This design comes from an exercise in tuning for small area, a short achievable clock period and few clock cycles per item on the open sky130 flow, not from production work.
Only simulation tests tie the RTL to the original design; equivalence was not proved.

## flow/design.v (module list and top-level ports; edited modules follow where they fit)
// module calibrated_field_angle: 1218 lines
module calibrated_field_angle (
	input  wire        clk,
	input  wire        arst_n,
	input  wire        sample_valid,
	output wire        sample_ready,
	input  wire [15:0] sample_field_x,
	input  wire [15:0] sample_field_y,
	input  wire        sample_read_failed,
	output wire        result_valid,
	input  wire        result_ready,
	output wire [15:0] result_angle,
	output wire        result_failed,
	input  wire        cfg_valid,
	output wire        cfg_ready,
	input  wire [2:0]  cfg_index,
	input  wire [15:0] cfg_data
);
  // ...
==> flow/flow/run.sh <==
#!/bin/bash
set -uo pipefail
bash standard.sh SETUP_SLACK_MARGIN=6.3 finish > standard_flow.log 2>&1
rc=$?
tail -5 standard_flow.log
exit $rc
==> flow/standard.sh <==
#!/bin/bash
# synth_recipe.tcl (not shown) runs the flow's synth.tcl, then flattens the netlist and writes it again
# the make line also repeats each setting of config.mk as NAME=value (left out here)
make -C /OpenROAD-flow-scripts/flow DESIGN_CONFIG=/design/flow/config.mk WORK_HOME=/design/flow/orfs CLKGATE_MAP_FILE= SYNTH_SCRIPT=/design/flow/synth_recipe.tcl "${@:-finish}"
==> flow/config.mk <==
export PLATFORM = sky130hd
export DESIGN_NAME = calibrated_field_angle
export DESIGN_NICKNAME = calibrated_field_angle
export VERILOG_FILES = /design/flow/design.v
export SDC_FILE = /design/flow/constraint.sdc
export NUM_CORES = 4
export LEC_CHECK = 0
export CAP_MARGIN = 20
export CORE_MARGIN = 2
export CORE_UTILIZATION = 40
export SLEW_MARGIN = 20
==> flow/constraint.sdc <==
create_clock -name core_clock -period 10.0 [get_ports {clk}]
set_input_delay 2.0000 -clock core_clock [delete_from_list [all_inputs] [get_ports {clk}]]
set_output_delay 2.0000 -clock core_clock [all_outputs]
set_load 0.01 [all_outputs]
==> flow_metrics.py, run 1 <==
metrics = {
    "run_status": {
        "status": "complete, no violations",
    },
    "sta": {
        "post-route-min-period_ns": 4.05,
        "worst_pin_slew_ns": 1.20,
        "fin_tns_setup_ns": 0,
        "setup_viol": 0,
        "slew_violations": 0,
        "clock_skew_ns": 0.107,
    },
    "final_layout": {
        "layout.cells.most_common": "dfxtp_1",
        "area_growth_pct": 14.4,
        "antennaDiodeCount": 6,
        "area.sequential_mm2": 0.0416,
        "inverters": 593,
        "fin_area_mm2": 0.124,
        "seq_cells": 1854,
        "buf_share_pct": 2.82,
        "nClkBuffers": 288,
    },
    "clock_network": {
        "cts.repair.resized": 308,
    },
    "grt": {
        "grt_max_degree": 87,
        "use_met1_pct": 27.9,
        "grt_pass1_wl_um": 465000,
        "grt_pass1_vias": 80306,
    },
    "synth": {
        "synth_xor_area_share_pct": 13.0,
        "yosysUniqueCellTypes": 105,
        "synth_nets": 12399,
        "synthMuxAreaShare_pct": 1.08,
    },
    "worst_setup_path": {
        "endpoint": "ax_b[10]",
        "crit_required_ns": 10.77,
        "r2r_cells": 14,
        "cpPeakStageDelay_ns": 0.37,
        "r2r-start": "y_s8[25]",
        "rrSetupSlack_ns": 6.33,
        "cp.arrival_ns": 4.82,
    },
    "detailed_routing": {
        "dr_wl_met2_um": 146000,
        "wl_per_cell_um": 20.3,
        "first_pass_iters": 6,
        "drt-initial-drc-count": 5736,
        "via_per_inst": 5.41,
    },
    "min_path": {
        "hold_start": "dec_s2[4]",
    },
    "floorplanning": {
        "start_util_pct": 40.3,
        "dieWidth_um": 524,
    },
}
Testbench counts, summed over its fixed seeds: cycles 32,160, items 32,000.
==> run 2: changes to the inputs <==
--- a/flow/design.v
+++ b/flow/design.v
@@ -48,32 +48,43 @@
 			x_scale3_q <= 18'd12288;
 			y_scale3_q <= 18'd12288;
 		end else begin
 			x_scale3_q <= {2'b00, x_scale_q} + {1'b0, x_scale_q, 1'b0};
 			y_scale3_q <= {2'b00, y_scale_q} + {1'b0, y_scale_q, 1'b0};
 		end
 	end
 	assign sample_ready = rdy_q;
-	wire [16:0] dxp = {sample_field_x[15], sample_field_x} - {x_offset_q[15], x_offset_q};
-	wire [16:0] dxn = {x_offset_q[15], x_offset_q} - {sample_field_x[15], sample_field_x};
-	wire [16:0] dyp = {sample_field_y[15], sample_field_y} - {y_offset_q[15], y_offset_q};
-	wire [16:0] dyn = {y_offset_q[15], y_offset_q} - {sample_field_y[15], sample_field_y};
+	reg         va, f_a;
+	reg  [15:0] fx_a, fy_a;
+	always @(posedge clk or negedge arst_n)
+		if (!arst_n) va <= 1'b0;
+		else va <= sample_valid && rdy_q;
+	always @(posedge clk)
+		begin
+			fx_a <= sample_field_x;
+			fy_a <= sample_field_y;
+			f_a  <= sample_read_failed;
+		end
+	wire [16:0] dxp = {fx_a[15], fx_a} - {x_offset_q[15], x_offset_q};
+	wire [16:0] dxn = {x_offset_q[15], x_offset_q} - {fx_a[15], fx_a};
+	wire [16:0] dyp = {fy_a[15], fy_a} - {y_offset_q[15], y_offset_q};
+	wire [16:0] dyn = {y_offset_q[15], y_offset_q} - {fy_a[15], fy_a};
 	reg         vb, f_b, sx_b, sy_b;
 	reg  [15:0] ax_b, ay_b;
 	always @(posedge clk or negedge arst_n)
 		if (!arst_n) vb <= 1'b0;
-		else vb <= sample_valid && rdy_q;
+		else vb <= va;
 	always @(posedge clk)
 		begin
 			ax_b <= dxp[16] ? dxn[15:0] : dxp[15:0];
 			ay_b <= dyp[16] ? dyn[15:0] : dyp[15:0];
 			sx_b <= dxp[16];
 			sy_b <= dyp[16];
-			f_b  <= sample_read_failed;
+			f_b  <= f_a;
 		end
 	wire        xz = (ax_b == 16'd0) || (x_scale_q == 16'd0);
 	wire        yz = (ay_b == 16'd0) || (y_scale_q == 16'd0);
 	wire [17:0] rx0 = ax_b[1:0] == 2'd0 ? 18'd0 : ax_b[1:0] == 2'd1 ? {2'b00, x_scale_q} :
 		ax_b[1:0] == 2'd2 ? {1'b0, x_scale_q, 1'b0} : x_scale3_q;
 	wire [17:0] rx1 = ax_b[3:2] == 2'd0 ? 18'd0 : ax_b[3:2] == 2'd1 ? {2'b00, x_scale_q} :
 		ax_b[3:2] == 2'd2 ? {1'b0, x_scale_q, 1'b0} : x_scale3_q;
 	wire [17:0] rx2 = ax_b[5:4] == 2'd0 ? 18'd0 : ax_b[5:4] == 2'd1 ? {2'b00, x_scale_q} :
@@ -1131,16 +1142,17 @@
 	reg  [16:0] fifo12_q;
 	reg  [16:0] fifo13_q;
 	reg  [16:0] fifo14_q;
 	reg  [16:0] fifo15_q;
 	reg  [16:0] fifo16_q;
 	reg  [16:0] fifo17_q;
 	reg  [16:0] fifo18_q;
 	reg  [16:0] fifo19_q;
+	reg  [16:0] fifo20_q;
 	reg  [16:0] fifo_rd;
 	always @* begin
 		case (rd_q)
 			0: fifo_rd = fifo0_q;
 			1: fifo_rd = fifo1_q;
 			2: fifo_rd = fifo2_q;
 			3: fifo_rd = fifo3_q;
 			4: fifo_rd = fifo4_q;
@@ -1154,16 +1166,17 @@
 			12: fifo_rd = fifo12_q;
 			13: fifo_rd = fifo13_q;
 			14: fifo_rd = fifo14_q;
 			15: fifo_rd = fifo15_q;
 			16: fifo_rd = fifo16_q;
 			17: fifo_rd = fifo17_q;
 			18: fifo_rd = fifo18_q;
 			19: fifo_rd = fifo19_q;
+			20: fifo_rd = fifo20_q;
 			default: fifo_rd = 17'd0;
 		endcase
 	end
 	reg  [5-1:0] wr_q, rd_q;
 	reg  [5:0] cnt_q;                   
 	reg  [5-1:0] occ_q;                 
 	assign adv = 1'b1;
 	wire        take  = out_v_q && result_ready;
@@ -1178,21 +1191,21 @@
 			out_v_q <= 1'b0;
 			wr_q    <= {5{1'b0}};
 			rd_q    <= {5{1'b0}};
 			cnt_q   <= {(5+1){1'b0}};
 			occ_q   <= {5{1'b0}};
 			rdy_q   <= 1'b1;
 		end else begin
 			if (load) out_v_q <= from_fifo || vp;
-			if (push) wr_q <= (wr_q == 19) ? {5{1'b0}} : wr_q + 1'b1;
-			if (from_fifo) rd_q <= (rd_q == 19) ? {5{1'b0}} : rd_q + 1'b1;
+			if (push) wr_q <= (wr_q == 20) ? {5{1'b0}} : wr_q + 1'b1;
+			if (from_fifo) rd_q <= (rd_q == 20) ? {5{1'b0}} : rd_q + 1'b1;
 			cnt_q <= cnt_q + {{5{1'b0}}, push} - {{5{1'b0}}, from_fifo};
 			occ_q <= occ_n;
-			rdy_q <= occ_n < 5'd21;
+			rdy_q <= occ_n < 5'd22;
 		end
 	end
 	always @(posedge clk) begin
 		if (push && wr_q == 0) fifo0_q <= {fp, ang};
 		if (push && wr_q == 1) fifo1_q <= {fp, ang};
 		if (push && wr_q == 2) fifo2_q <= {fp, ang};
 		if (push && wr_q == 3) fifo3_q <= {fp, ang};
 		if (push && wr_q == 4) fifo4_q <= {fp, ang};
@@ -1206,16 +1219,17 @@
 		if (push && wr_q == 12) fifo12_q <= {fp, ang};
 		if (push && wr_q == 13) fifo13_q <= {fp, ang};
 		if (push && wr_q == 14) fifo14_q <= {fp, ang};
 		if (push && wr_q == 15) fifo15_q <= {fp, ang};
 		if (push && wr_q == 16) fifo16_q <= {fp, ang};
 		if (push && wr_q == 17) fifo17_q <= {fp, ang};
 		if (push && wr_q == 18) fifo18_q <= {fp, ang};
 		if (push && wr_q == 19) fifo19_q <= {fp, ang};
+		if (push && wr_q == 20) fifo20_q <= {fp, ang};
 		if (from_fifo) {out_fail_q, out_ang_q} <= fifo_rd;
 		else if (direct) {out_fail_q, out_ang_q} <= {fp, ang};
 	end
 	assign result_valid  = out_v_q;
 	assign result_angle  = out_ang_q;
 	assign result_failed = out_fail_q;
 endmodule
 `default_nettype wire
==> run 2 against run 1 <==
Global-route usage is 0.25 points lower. Area after synthesis is 0.76% higher. Die area is 0.76% higher. Sequential cell count is 51 higher. Sequential share of layout area is 0.86 points higher. Final area is 0.34% higher. Critical endpoint is now result_angle[12].
==> flow_metrics.py, run 2 <==
metrics = {
    "detailed_routing": {
        "wl_per_cell_um": 20.3,
        "drt-initial-drc-count": 6132,
        "via_count": 81457,
        "totalWireLength_um": 306000,
        "via_per_inst": 5.41,
        "first_pass_iters": 9,
        "drc_errors": 0,
        "ant_nets": 0,
    },
    "placed_design": {
        "dpl_cell_area_mm2": 0.114,
        "hpwl_um": 221000,
        "post-place-ws_ns": 5.25,
        "numPortBuffers": 75,
        "routabilityCongestion": 0.899,
    },
    "synth": {
        "synth.area.top_cells": "dfxtp_1, ha_1, edfxtp_1, xnor2_1, xor2_1",
        "synth_top_area_share_pct": 25.2,
        "post-synth-top-count-cell": "dfxtp_1",
        "yosys_register_bits": 1905,
        "async_reset_ff_share_pct": 8.40,
        "yosys_warnings": 1,
        "synthCells": 11145,
        "synth_edf_count": 374,
        "yosysUniqueCellTypes": 99,
        "ys.flop_type": "dfxtp_1",
        "seq_area_frac_synth_pct": 39.2,
        "yosys-top-cells-count": "dfxtp_1, xnor2_1, ha_1, o21ai_0, nand2_1",
        "synth_nets": 12398,
        "synth_top_area_cell": "dfxtp_1",
        "netlist_area_mm2": 0.109,
        "avgSynthCellArea_um2": 9.77,
    },
    "clock_network": {
        "numCtsBuffers": 213,
        "cts.sinks": 1905,
        "cts_tree": "built",
        "clock_latency_ns": 0.91,
        "htree_levels": 4,
        "postCtsHoldBufs": 0,
        "path_clk_slew_ns": 0.06,
        "cts_buffer_depth": 4,
        "root_buffer": "clkbuf_16",
    },
    "sta": {
        "clock_skew_ns": 0.0860,
        "rsz0062_at_grt": "true",
        "max_freq_ghz": 0.272,
        "post-route-min-period_ns": 3.67,
        "timing.final.ws_setup_ns": 6.33,
        "slew_violations": 0,
        "hold_viol": 0,
        "final.period_utilization_pct": 36.7,
        "fin_tns_setup_ns": 0,
        "worst_pin_slew_ns": 1.19,
        "setup_viol": 0,
        "maxSlewHeadroom_pct": 20.3,
    },
    "floorplanning": {
        "dieWidth_um": 526,
        "core-area_mm2": 0.271,
        "num_rows": 191,
        "start_util_pct": 40.2,
        "io_pins": 77,
        "die_area_mm2": 0.276,
        "die_h_um": 526,
    },
    "worst_setup_path": {
        "start_kind": "flip-flop",
        "cpMaxStageDelayCell": "edfxtp_1",
        "critical_path_class": "flip-flop to output port",
        "critPathCaptureType": "output port",
        "worstPathMaxFanout": 1,
        "crit_required_ns": 8.00,
        "critical_path_buf_inv_count": 1,
        "cp_top_family": "flip-flops",
        "cp.arrival_ns": 1.67,
        "crit_chain": "buf_6",
        "cpPeakStageDelay_ns": 0.56,
    },
    "grt": {
        "grt_pass1_wl_um": 467000,
        "antenna_found_initial": 12,
        "grt_max_degree": 87,
        "grtUsageTotal_pct": 21.2,
        "overflow": 0,
        "grt_pass1_vias": 80775,
    },
    "min_path": {
        "hp-class": "flip-flop to flip-flop",
    },
    "final_layout": {
        "layout_common_cells": "dfxtp_1, xnor2_1, ha_1",
        "drive_above_1_share_pct": 8.79,
        "area_growth_pct": 13.9,
        "fillers": 25349,
        "area.sequential_mm2": 0.0428,
        "layout.cells.most_common": "dfxtp_1",
        "layout.nets": 12544,
        "multi_input_area_mm2": 0.0639,
        "fin_area_mm2": 0.124,
    },
    "run_status": {
        "status": "complete, no violations",
    },
    "run": {
        "max-cap-violations": 0,
    },
}
-- run 2: cell count changes after synthesis, moves of 20 or more --
cell,change
a22oi_1,+70
nand4_1,-26
o21bai_1,+29
a22o_1,-30
dfxtp_1,+33
nor2b_1,+25
nor3_1,-20
nand2_1,-28
clkbuf_1,-26
a221oi_1,-20
o21ai_0,+44
-- run 2: repair_timing --
action,CTS,global route
gates resized for setup,213,233
buffers inserted,31,84
endpoints found under the setup margin,544,448
cloned,12,12
pin swaps,25,74
-- run 2: cell type report --
class / count / share of cell area (%)
antenna: 9 / 0.0182
clock buffer: 295 / 4.86
clock inverter: 98 / 0.902
inverter: 575 / 1.78
multi-input combinational: 8260 / 51.5
sequential: 1905 / 34.5
tap: 3570 / 3.60
timing repair buffer: 336 / 2.84
-- run 2: through the flow --
stage	std cells	utilization, %	hold WS (ns)
final	15048	45.8	0.268
after global routing	15040	45.8	0.286
after CTS	14942	45.1	0.283
after global placement	14504	42.0	0.311
after floorplan	11145	-	0.310
after detailed placement	14506	42.0	0.312
-- run 2: kinds of logic (layout without fill, tap and decap cells) --
family,Yosys count,count (layout),share of synthesized area (%)
compound gates,2939,2939,17.5
xor+xnor,1589,1589,12.8
fa+ha+maj,1197,1197,15.3
buf+inv,983,1304,3.43
flops,1905,1905,39.2
mux,97,97,1.01
other cells,1,10,0.00344
simple gates,2434,2437,10.8
-- run 2: worst paths after layout --
check / cells past startpoint / from / to / slack [ns]
min in group asynchronous: 1 / arst_n / x_scale_q[4] / 1.24
worst min-delay path: 0 / v_s5 / v_s6 / 0.27
worst max register to register: 15 / y_s6[27] / x_s7[30] / 6.36
max in group asynchronous: 2 / arst_n / y_scale_q[15] / 7.35
worst min register to register: 0 / v_s5 / v_s6 / 0.27
worst max-delay path: 1 / out_ang_q[12] / result_angle[12] / 6.33
-- run 2: layer usage --
layer	track usage [%]	vias up	wire (um)
met5	0	-	95
met3	3.15	614	17900
met4	7.67	12	11600
li1	-	39444	-
met2	34.9	2429	140000
met1	28.2	38958	136000
Testbench counts of run 2, summed over its fixed seeds: cycles 32,168, items 32,000.
==> run 3: changes to the inputs <==
==> flow/flow/run.sh (replaced) <==
#!/bin/bash
set -uo pipefail
bash standard.sh SETUP_SLACK_MARGIN=6.5 CTS_CLUSTER_SIZE=30 CTS_CLUSTER_DIAMETER=150 finish > standard_flow.log 2>&1
rc=$?
tail -5 standard_flow.log
exit $rc
==> run 3 against run 2 <==
Die area unchanged. Still clean. Largest cell class unchanged. Final area decreased by 1.6%. Critical endpoint is now x_s7[22]. Wire length up 3.5%. Area after synthesis unchanged. Maximum frequency increased by 3.4%. Critical path type is now flip-flop to flip-flop. Clock skew shrank 0.027 ns. Highest routed layer unchanged.
==> flow_metrics.py, run 3 <==
metrics = {
    "run_status": {
        "status": "complete, no violations",
    },
    "worst_setup_path": {
        "cp.arrival_ns": 4.29,
        "start_kind": "flip-flop",
        "crit_required_ns": 10.73,
        "crit_chain": "buf_12 > xor2_1 > ha_1 > a21oi_2 > o21bai_2 > a21oi_2 > o21ai_2 > a211o_1 > o31a_1 > a221o_1 > a31o_2 > a21bo_4 > a21o_4 > nand4_1 > xnor2_1",
        "critPathCaptureType": "flip-flop",
        "critical_path_class": "flip-flop to flip-flop",
        "cpMaxStageDelayCell": "dfxtp_4",
        "cpPeakStageDelay_ns": 0.40,
        "cpMostUsedCell": "a21oi_2",
        "worstPathMaxFanout": 7,
    },
    "synth": {
        "yosysUniqueCellTypes": 99,
        "synth_top_area_share_pct": 25.2,
        "ys.flop_type": "dfxtp_1",
        "seq_area_frac_synth_pct": 39.2,
        "post-synth-top-count-cell": "dfxtp_1",
        "synthCells": 11145,
        "async_reset_ff_share_pct": 8.40,
        "yosys_register_bits": 1905,
        "avgSynthCellArea_um2": 9.77,
        "yosys_warnings": 1,
        "netlist_area_mm2": 0.109,
        "yosys-top-cells-count": "dfxtp_1, xnor2_1, ha_1, o21ai_0, nand2_1",
        "synth_nets": 12398,
        "synth_top_area_cell": "dfxtp_1",
        "synth_edf_count": 374,
        "synth.area.top_cells": "dfxtp_1, ha_1, edfxtp_1, xnor2_1, xor2_1",
    },
    "sta": {
        "maxSlewHeadroom_pct": 19.3,
        "rsz0062_at_grt": "true",
        "post-route-min-period_ns": 3.55,
        "final.period_utilization_pct": 35.5,
        "max_freq_ghz": 0.281,
        "hold_viol": 0,
        "worst_pin_slew_ns": 1.21,
        "setup_viol": 0,
        "slew_violations": 0,
        "clock_skew_ns": 0.0587,
        "fin_tns_setup_ns": 0,
    },
    "clock_network": {
        "htree_levels": 3,
        "clock_latency_ns": 0.80,
        "cts_tree": "built",
        "numCtsBuffers": 75,
        "root_buffer": "clkbuf_16",
        "cts_buffer_depth": 3,
        "path_clk_slew_ns": 0.12,
        "postCtsHoldBufs": 0,
        "cts.sinks": 1905,
    },
    "placed_design": {
        "hpwl_um": 230000,
        "dp_cells": 14503,
        "routabilityCongestion": 0.902,
        "numPortBuffers": 75,
    },
    "detailed_routing": {
        "first_pass_iters": 7,
        "totalWireLength_um": 316000,
        "via_per_inst": 5.45,
        "drt-initial-drc-count": 6196,
        "via_count": 81369,
        "ant_nets": 0,
        "drc_errors": 0,
        "wl_per_cell_um": 21.2,
    },
    "floorplanning": {
        "core-area_mm2": 0.271,
        "num_rows": 191,
        "dieWidth_um": 526,
        "die_h_um": 526,
        "start_util_pct": 40.2,
        "io_pins": 77,
        "die_area_mm2": 0.276,
    },
    "grt": {
        "grt_pass1_wl_um": 472000,
        "overflow": 0,
        "grt_pass1_vias": 79102,
        "antenna_found_initial": 21,
        "grt_max_degree": 63,
        "grtUsageTotal_pct": 21.7,
    },
    "final_layout": {
        "layout_common_cells": "dfxtp_1, xnor2_1, ha_1",
        "stdcell_count": 14935,
        "layout.cells.most_common": "dfxtp_1",
        "area_growth_pct": 12.1,
        "fillers": 25558,
        "layout.nets": 12570,
        "drive_above_1_share_pct": 10.1,
    },
    "run": {
        "max-cap-violations": 0,
    },
    "min_path": {
        "hp-class": "flip-flop to flip-flop",
    },
}
-- run 3: cell counts after synthesis --
No cell type changed its count.
-- run 3: through the flow --
stage	util [%]	area, um^2	setup slack [ns]	hold WS (ns)
global placement	42.0	114000	5.15	0.310
finish	45.1	122000	6.45	0.300
global route	45.1	122000	6.32	0.303
floorplan	-	109000	6.35	0.310
CTS	43.9	119000	6.43	0.303
detailed placement	42.0	114000	5.15	0.312
-- run 3: what timing repair did --
| item | CTS | global route |
|---|---|---|
| pin swaps | 84 | 251 |
| setup buffers | 103 | 158 |
| resized for setup | 418 | 393 |
| cloned | 26 | 18 |
| endpoints found under the setup margin | 888 | 542 |
-- run 3: cell families (layout without fill, tap and decap cells) --
group / Yosys count / count (layout) / synth area share [%]
buffers and inverters: 983 / 1191 / 3.43
other: 1 / 6 / 0.00344
AO/OA/AOI/OAI: 2939 / 2940 / 17.5
flip-flops: 1905 / 1905 / 39.2
AND/OR/NAND/NOR: 2434 / 2440 / 10.8
XOR/XNOR: 1589 / 1589 / 12.8
adder cells (fa/ha/maj): 1197 / 1197 / 15.3
multiplexers: 97 / 97 / 1.01
-- run 3: worst max-delay path: cells and delay by family, from the launching register on --
family	cells	cell delay, ns
AO/OA/AOI/OAI	10	2.24
flip-flops	1	0.40
adder cells (fa/ha/maj)	1	0.30
XOR/XNOR	2	0.27
buffers and inverters	1	0.15
AND/OR/NAND/NOR	1	0.12
-- run 3: worst paths after layout --
| kind | startpoint | endpoint | slack [ns] | depth (start not counted) |
|---|---|---|---|---|
| max in group asynchronous | arst_n | y_scale_q[0] | 7.40 | 2 |
| min in group asynchronous | arst_n | cnt_q[3] | 1.24 | 1 |
| worst max register to register | y_s6[27] | x_s7[22] | 6.45 | 15 |
| worst min-delay path | dec_s2[1] | dec_s3[1] | 0.30 | 0 |
| worst max-delay path | y_s6[27] | x_s7[22] | 6.45 | 15 |
| worst min register to register | dec_s2[1] | dec_s3[1] | 0.30 | 0 |
-- run 3: layer usage --
metal	vias to the layer above	part of all wire [%]	global-route usage (%)
met2	2286	46	35.9
met4	12	3.5	7.20
met1	39320	44	29.0
met5	-	0.021	0
li1	39306	-	-
met3	445	5.8	3.20
-- run 3: area by class of cell --
| cell class | count | area, um^2 | area share (%) |
|---|---|---|---|
| diodes | 5 | 12.5 | 0.0103 |
| clock buffers | 106 | 1990 | 1.63 |
| repair buffers | 496 | 5140 | 4.21 |
| inverters | 575 | 2210 | 1.81 |
| multi-input cells | 8264 | 65200 | 53.4 |
| clock inverters | 14 | 256 | 0.210 |
| flip-flops and latches | 1905 | 42800 | 35.1 |
| well taps | 3570 | 4470 | 3.66 |
==> run 4: changes to the inputs <==
==> flow/flow/run.sh (replaced) <==
#!/bin/bash
set -uo pipefail
bash standard.sh SETUP_SLACK_MARGIN=6.5 CTS_CLUSTER_SIZE=22 CTS_CLUSTER_DIAMETER=120 finish > standard_flow.log 2>&1
rc=$?
tail -5 standard_flow.log
exit $rc
==> run 4 against run 3 <==
Wire length up 0.19%. Via count up 0.14%. Critical path depth unchanged. First-iteration DRC count up 5.5%. Register-to-register slack worse by 0.03 ns. Sequential share of layout area down 0.24 points.
==> flow_metrics.py, run 4 <==
metrics = {
    "run_status": {
        "status": "complete, no violations",
    },
    "synth": {
        "avgSynthCellArea_um2": 9.77,
        "synth.area.top_cells": "dfxtp_1, ha_1, edfxtp_1, xnor2_1, xor2_1",
        "ys.flop_type": "dfxtp_1",
        "yosysUniqueCellTypes": 99,
        "async_reset_ff_share_pct": 8.40,
        "yosys-top-cells-count": "dfxtp_1, xnor2_1, ha_1, o21ai_0, nand2_1",
        "synth_top_area_cell": "dfxtp_1",
        "seq_area_frac_synth_pct": 39.2,
        "synth_edf_count": 374,
        "post-synth-top-count-cell": "dfxtp_1",
        "netlist_area_mm2": 0.109,
        "synth_top_area_share_pct": 25.2,
        "yosys_warnings": 1,
        "synthCells": 11145,
        "synth_nets": 12398,
        "yosys_register_bits": 1905,
    },
    "grt": {
        "grt_pass1_wl_um": 474000,
        "overflow": 0,
        "grtUsageTotal_pct": 21.8,
        "grt_pass1_vias": 79183,
        "antenna_found_initial": 24,
        "grt_max_degree": 63,
    },
    "floorplanning": {
        "dieWidth_um": 526,
        "num_rows": 191,
        "start_util_pct": 40.2,
        "io_pins": 77,
        "die_h_um": 526,
        "die_area_mm2": 0.276,
        "core-area_mm2": 0.271,
    },
    "detailed_routing": {
        "via_per_inst": 5.44,
        "wl_per_cell_um": 21.2,
        "via_count": 81486,
        "drc_errors": 0,
        "drt-initial-drc-count": 6538,
        "totalWireLength_um": 317000,
        "first_pass_iters": 8,
        "ant_nets": 0,
    },
    "placed_design": {
        "numPortBuffers": 75,
        "dpl_cell_area_mm2": 0.114,
        "routabilityCongestion": 0.902,
        "hpwl_um": 230000,
    },
    "worst_setup_path": {
        "critical_path_class": "flip-flop to flip-flop",
        "crit_required_ns": 10.71,
        "rrSetupSlack_ns": 6.41,
        "cp.arrival_ns": 4.30,
        "r2r-start": "y_s6[27]",
        "r2r_cells": 15,
        "start_kind": "flip-flop",
        "worstPathMaxFanout": 7,
        "critPathCaptureType": "flip-flop",
        "r2r-end": "x_s7[32]",
        "cp-startpoint": "y_s6[27]",
    },
    "sta": {
        "slew_violations": 0,
        "rsz0062_at_grt": "true",
        "hold_viol": 0,
        "post-route-min-period_ns": 3.59,
        "final.period_utilization_pct": 35.9,
        "clock_skew_ns": 0.106,
        "max_freq_ghz": 0.279,
        "setup_viol": 0,
        "fin_tns_setup_ns": 0,
        "worst_pin_slew_ns": 1.20,
        "hold_slack_ns": 0.284,
        "maxSlewHeadroom_pct": 20.2,
    },
    "clock_network": {
        "root_buffer": "clkbuf_16",
        "path_clk_slew_ns": 0.09,
        "numCtsBuffers": 101,
        "cts_tree": "built",
        "cts_buffer_depth": 3,
        "cts.sinks": 1905,
        "clock_latency_ns": 0.83,
        "htree_levels": 3,
    },
    "final_layout": {
        "fin_area_mm2": 0.123,
        "multi_input_area_mm2": 0.0651,
        "fillers": 25466,
        "drive_above_1_share_pct": 10.5,
        "layout_common_cells": "dfxtp_1, xnor2_1, ha_1",
        "layout.nets": 12603,
        "utilization_pct": 45.4,
        "layout.cells.most_common": "dfxtp_1",
        "area_growth_pct": 12.9,
        "area.sequential_mm2": 0.0428,
    },
    "min_path": {
        "hp-class": "flip-flop to flip-flop",
        "hold_start": "v_s7",
        "whs_endpoint": "v_s8",
        "whs_path_depth": 0,
    },
    "run": {
        "max-cap-violations": 0,
    },
}
[run 4: cell count changes in the layout (fill, tap and decap cells not counted), sizes merged, moves of 2 or more]
| cell | delta |
|---|---|
| bufinv | +2 |
| clkbuf | +31 |
| inv | +5 |
| buf | +9 |
[run 4: metal layers]
layer	wire length [um]	track usage, %	share of wire [%]
met1	141000	29.4	45
met2	146000	35.8	46
met3	18000	2.92	5.7
met4	12000	7.43	3.8
met5	77	0	0.024
[run 4: worst max-delay path, stage by stage (launching register included)]
cell       delay, ns
dfxtp_4         0.37
buf_12          0.13
clkbuf_16       0.15
buf_4           0.14
xor2_1          0.15
ha_1            0.35
a21oi_1         0.18
nor2b_1         0.08
a211o_1         0.29
o31a_1          0.27
a221o_1         0.37
a31o_2          0.28
a21bo_4         0.22
a21o_4          0.26
nand3_2         0.11
xnor2_2         0.11
[run 4: cell families after synthesis]
logic type	synth area share (%)
AO/OA/AOI/OAI	17.5
multiplexers	1.01
flip-flops	39.2
buffers and inverters	3.43
XOR/XNOR	12.8
adder cells (fa/ha/maj)	15.3
AND/OR/NAND/NOR	10.8
other	0.00344
[run 4: what timing repair did]
action	CTS	global route
pin swaps	76	257
gates resized for setup	409	415
endpoints found under the setup margin	875	513
buffers inserted	97	173
hold buffers	0	0
gates cloned	27	15
[run 4: layout make-up]
class,count,share of cell area [%]
diodes,4,0.00814
multi-input cells,8264,53.0
clock inverters,22,0.294
inverters,575,1.80
well taps,3570,3.63
clock buffers,138,2.19
flip-flops and latches,1905,34.8
repair buffers,503,4.26
[run 4: how the worst max path moves through the flow]
stage,end
2_1_floorplan,cnt_q[4]
3_3_place_gp,fifo0_q[1]
3_5_place_dp,fifo1_q[1]
4_1_cts,result_angle[15]
5_1_grt,y_s7[26]
6_report,x_s7[32]
[run 4: through the flow]
stage / instances / setup WS, ns
floorplan: 11145 / 6.35
global placement: 14498 / 5.15
detailed placement: 14503 / 5.15
CTS: 14787 / 6.41
global route: 14978 / 6.33
finish: 14981 / 6.41
==> run 5: changes to the inputs <==
==> flow/flow/run.sh (replaced) <==
#!/bin/bash
set -uo pipefail
bash standard.sh SETUP_SLACK_MARGIN=6.5 finish > standard_flow.log 2>&1
rc=$?
tail -5 standard_flow.log
exit $rc
==> run 5 against run 4 <==
First-iteration DRC count decreased by 4.3%. Worst setup slack gained 0.012 ns. Sequential cell count unchanged. Worst hold slack improved by 0.035 ns. Wire length up 0.92%. Synthesized cell count stayed put. Maximum frequency increased by 0.34%. Count of clock-buffer cells in the layout up 148. Core utilization up 1.5 points. Register-to-register slack improved by 0.04 ns. Cell count is 1.5% higher.
==> flow_metrics.py, run 5 <==
metrics = {
    "detailed_routing": {
        "via_per_inst": 5.41,
        "drt-initial-drc-count": 6260,
        "totalWireLength_um": 320000,
        "via_count": 82241,
        "wl_per_cell_um": 21.0,
        "first_pass_iters": 6,
        "ant_nets": 0,
        "drc_errors": 0,
    },
    "placed_design": {
        "routabilityCongestion": 0.902,
        "hpwl_um": 230000,
        "numPortBuffers": 75,
        "post-place-ws_ns": 5.15,
    },
    "grt": {
        "antenna_found_initial": 21,
        "grt_pass1_vias": 80876,
        "grt_pass1_wl_um": 480000,
        "overflow": 0,
        "grtUsageTotal_pct": 22.0,
        "grt_max_degree": 63,
    },
    "clock_network": {
        "root_buffer": "clkbuf_16",
        "htree_levels": 4,
        "numCtsBuffers": 214,
        "cts_buffer_depth": 4,
        "cts_tree": "built",
        "cts.sinks": 1905,
        "path_clk_slew_ns": 0.06,
        "clock_latency_ns": 0.89,
    },
    "worst_setup_path": {
        "r2r_cells": 18,
        "crit_required_ns": 8.00,
        "worstPathMaxFanout": 1,
        "cpMaxStageDelayCell": "edfxtp_1",
        "critical_path_buf_inv_count": 1,
        "cpPeakStageDelay_ns": 0.49,
        "critical_path_class": "flip-flop to output port",
        "start_kind": "flip-flop",
        "cp_top_family": "flip-flops",
        "cp-startpoint": "out_ang_q[15]",
        "r2r-start": "y_s2[31]",
        "rrSetupSlack_ns": 6.45,
        "crit_chain": "buf_2",
        "r2r-end": "x_s3[33]",
        "critPathCaptureType": "output port",
        "cp.arrival_ns": 1.58,
    },
    "run": {
        "max-cap-violations": 0,
    },
    "floorplanning": {
        "die_h_um": 526,
        "die_area_mm2": 0.276,
        "num_rows": 191,
        "core-area_mm2": 0.271,
        "start_util_pct": 40.2,
        "io_pins": 77,
        "dieWidth_um": 526,
    },
    "min_path": {
        "whs_endpoint": "dec_s4[4]",
        "hp-class": "flip-flop to flip-flop",
        "hold_start": "dec_s3[4]",
        "whs_path_depth": 0,
    },
    "synth": {
        "synth_simple_gate_area_share_pct": 10.8,
        "synthMuxAreaShare_pct": 1.01,
        "post-synth-top-count-cell": "dfxtp_1",
        "synth_xor_area_share_pct": 12.8,
        "synth_top_area_cell": "dfxtp_1",
        "synth_nets": 12398,
        "yosys-top-cells-count": "dfxtp_1, xnor2_1, ha_1, o21ai_0, nand2_1",
        "ys.flop_type": "dfxtp_1",
        "synth_top_area_share_pct": 25.2,
        "async_reset_ff_share_pct": 8.40,
        "yosys_register_bits": 1905,
        "synth_top_family_by_area": "compound AO/OA/AOI/OAI gates",
        "netlist_area_mm2": 0.109,
        "synth_edf_count": 374,
        "synthCells": 11145,
        "synthAdderAreaFrac_pct": 15.3,
        "synth_compound_area_share_pct": 17.5,
        "avgSynthCellArea_um2": 9.77,
        "yosys_warnings": 1,
        "synth.area.top_cells": "dfxtp_1, ha_1, edfxtp_1, xnor2_1, xor2_1",
        "yosysUniqueCellTypes": 99,
        "seq_area_frac_synth_pct": 39.2,
    },
    "final_layout": {
        "utilization_pct": 46.8,
        "layout.cells.most_common": "dfxtp_1",
        "layout_common_cells": "dfxtp_1, xnor2_1, ha_1",
        "drive_above_1_share_pct": 11.8,
        "layout.nets": 12700,
        "area_growth_pct": 16.5,
    },
    "sta": {
        "maxSlewHeadroom_pct": 25.7,
        "hold_viol": 0,
        "max_freq_ghz": 0.280,
        "fin_tns_setup_ns": 0,
        "clock_skew_ns": 0.0718,
        "hold_slack_ns": 0.319,
        "setup_viol": 0,
        "post-route-min-period_ns": 3.58,
        "final.period_utilization_pct": 35.8,
        "timing.final.ws_setup_ns": 6.42,
        "rsz0062_at_grt": "true",
        "slew_violations": 0,
        "worst_pin_slew_ns": 1.11,
    },
    "run_status": {
        "status": "complete, no violations",
    },
}
[run 5: worst max-delay path by stage]
stage | end | cells after the start
2_1_floorplan | cnt_q[4] | 13
3_3_place_gp | fifo0_q[1] | 6
3_5_place_dp | fifo1_q[1] | 7
4_1_cts | result_angle[15] | 1
5_1_grt | fifo15_q[15] | 17
6_report | result_angle[15] | 1
[run 5: worst register-to-register path, delay by kind of cell, from the launching register on]
| family | cells | cell delay [ns] |
|---|---|---|
| buffers and inverters | 5 | 0.67 |
| AOI/OAI and AO/OA | 8 | 1.53 |
| adders and majority gates | 1 | 0.32 |
| xor gates and xnor gates | 2 | 0.30 |
| and+or+nand+nor | 2 | 0.23 |
| DFF | 1 | 0.39 |
[run 5: final cells by class]
class,count,area [um^2]
Antenna cell,4,10.0
Fill cell,25173,144000
Tap cell,3570,4470
Timing Repair Buffer,488,4980
Inverter,575,2220
Multi-Input combinational cell,8263,64900
Clock buffer,286,6090
Clock inverter,110,1340
Sequential cell,1905,42800
[run 5: what timing repair did]
item	in CTS	in global routing
resized for setup	390	383
cloned	26	14
endpoints found under the setup margin	846	508
hold buffers	0	0
buffers inserted	101	155
pin swaps	75	235
[run 5: per-layer routing]
metal / up-vias / global-route usage (%) / part of all wire (%)
met4: 8 / 8.35 / 4.0
met5: - / 0 / 0.018
met2: 2343 / 36.0 / 46
met1: 39596 / 29.3 / 44
met3: 565 / 3.36 / 5.8
li1: 39729 / - / -
[run 5: logic make-up after synthesis]
kind of cell             after synthesis
AND/OR/NAND/NOR                     2434
XOR/XNOR                            1589
flip-flops                          1905
adder cells (fa/ha/maj)             1197
other                                  1
multiplexers                          97
AO/OA/AOI/OAI                       2939
buffers and inverters                983
[run 5: through the flow]
step | instance area [um^2] | cells
global placement | 114000 | 14498
finish | 127000 | 15201
detailed placement | 114000 | 14503
CTS | 124000 | 15026
global route | 127000 | 15198
floorplan | 109000 | 11145

port drivers added, routing unchanged:
No port has a modelled driver above. Below, the same layouts with a new extraction and two added sets of constraints.
Step 1, drivers: a clkbuf_16 drives clk and a buf_2 each remaining input, both assumed.
Step 2 also shifts input and output timing later by t, the mid clock arrival at the registers, as if the neighbouring blocks saw the same clock.
Three values: no drivers, after step 1, after step 2; two values: the first two.
run | t (ns) | slack for setup (ns) | hold WS [ns] | clock arrival spread, ns
run 1 | 0.954 | 5.954 / 5.992 / 5.038 | 0.257 / 0.257 / 0.257 | 0.132 / 0.132
run 2 | 0.951 | 6.326 / 6.232 / 5.533 | 0.268 / 0.268 / 0.268 | 0.106 / 0.106
run 3 | 0.868 | 6.446 / 6.414 / 5.947 | 0.300 / 0.300 / 0.300 | 0.071 / 0.072
run 4 | 0.872 | 6.412 / 6.403 / 5.968 | 0.284 / 0.284 / 0.284 | 0.136 / 0.136
run 5 | 0.941 | 6.424 / 6.336 / 5.961 | 0.319 / 0.319 / 0.319 | 0.085 / 0.085
After both steps setup and hold are still met in every run listed. For run 1, which loses most, drivers alone change the setup slack by +0.038 ns; drivers and shift together by -0.916 ns.
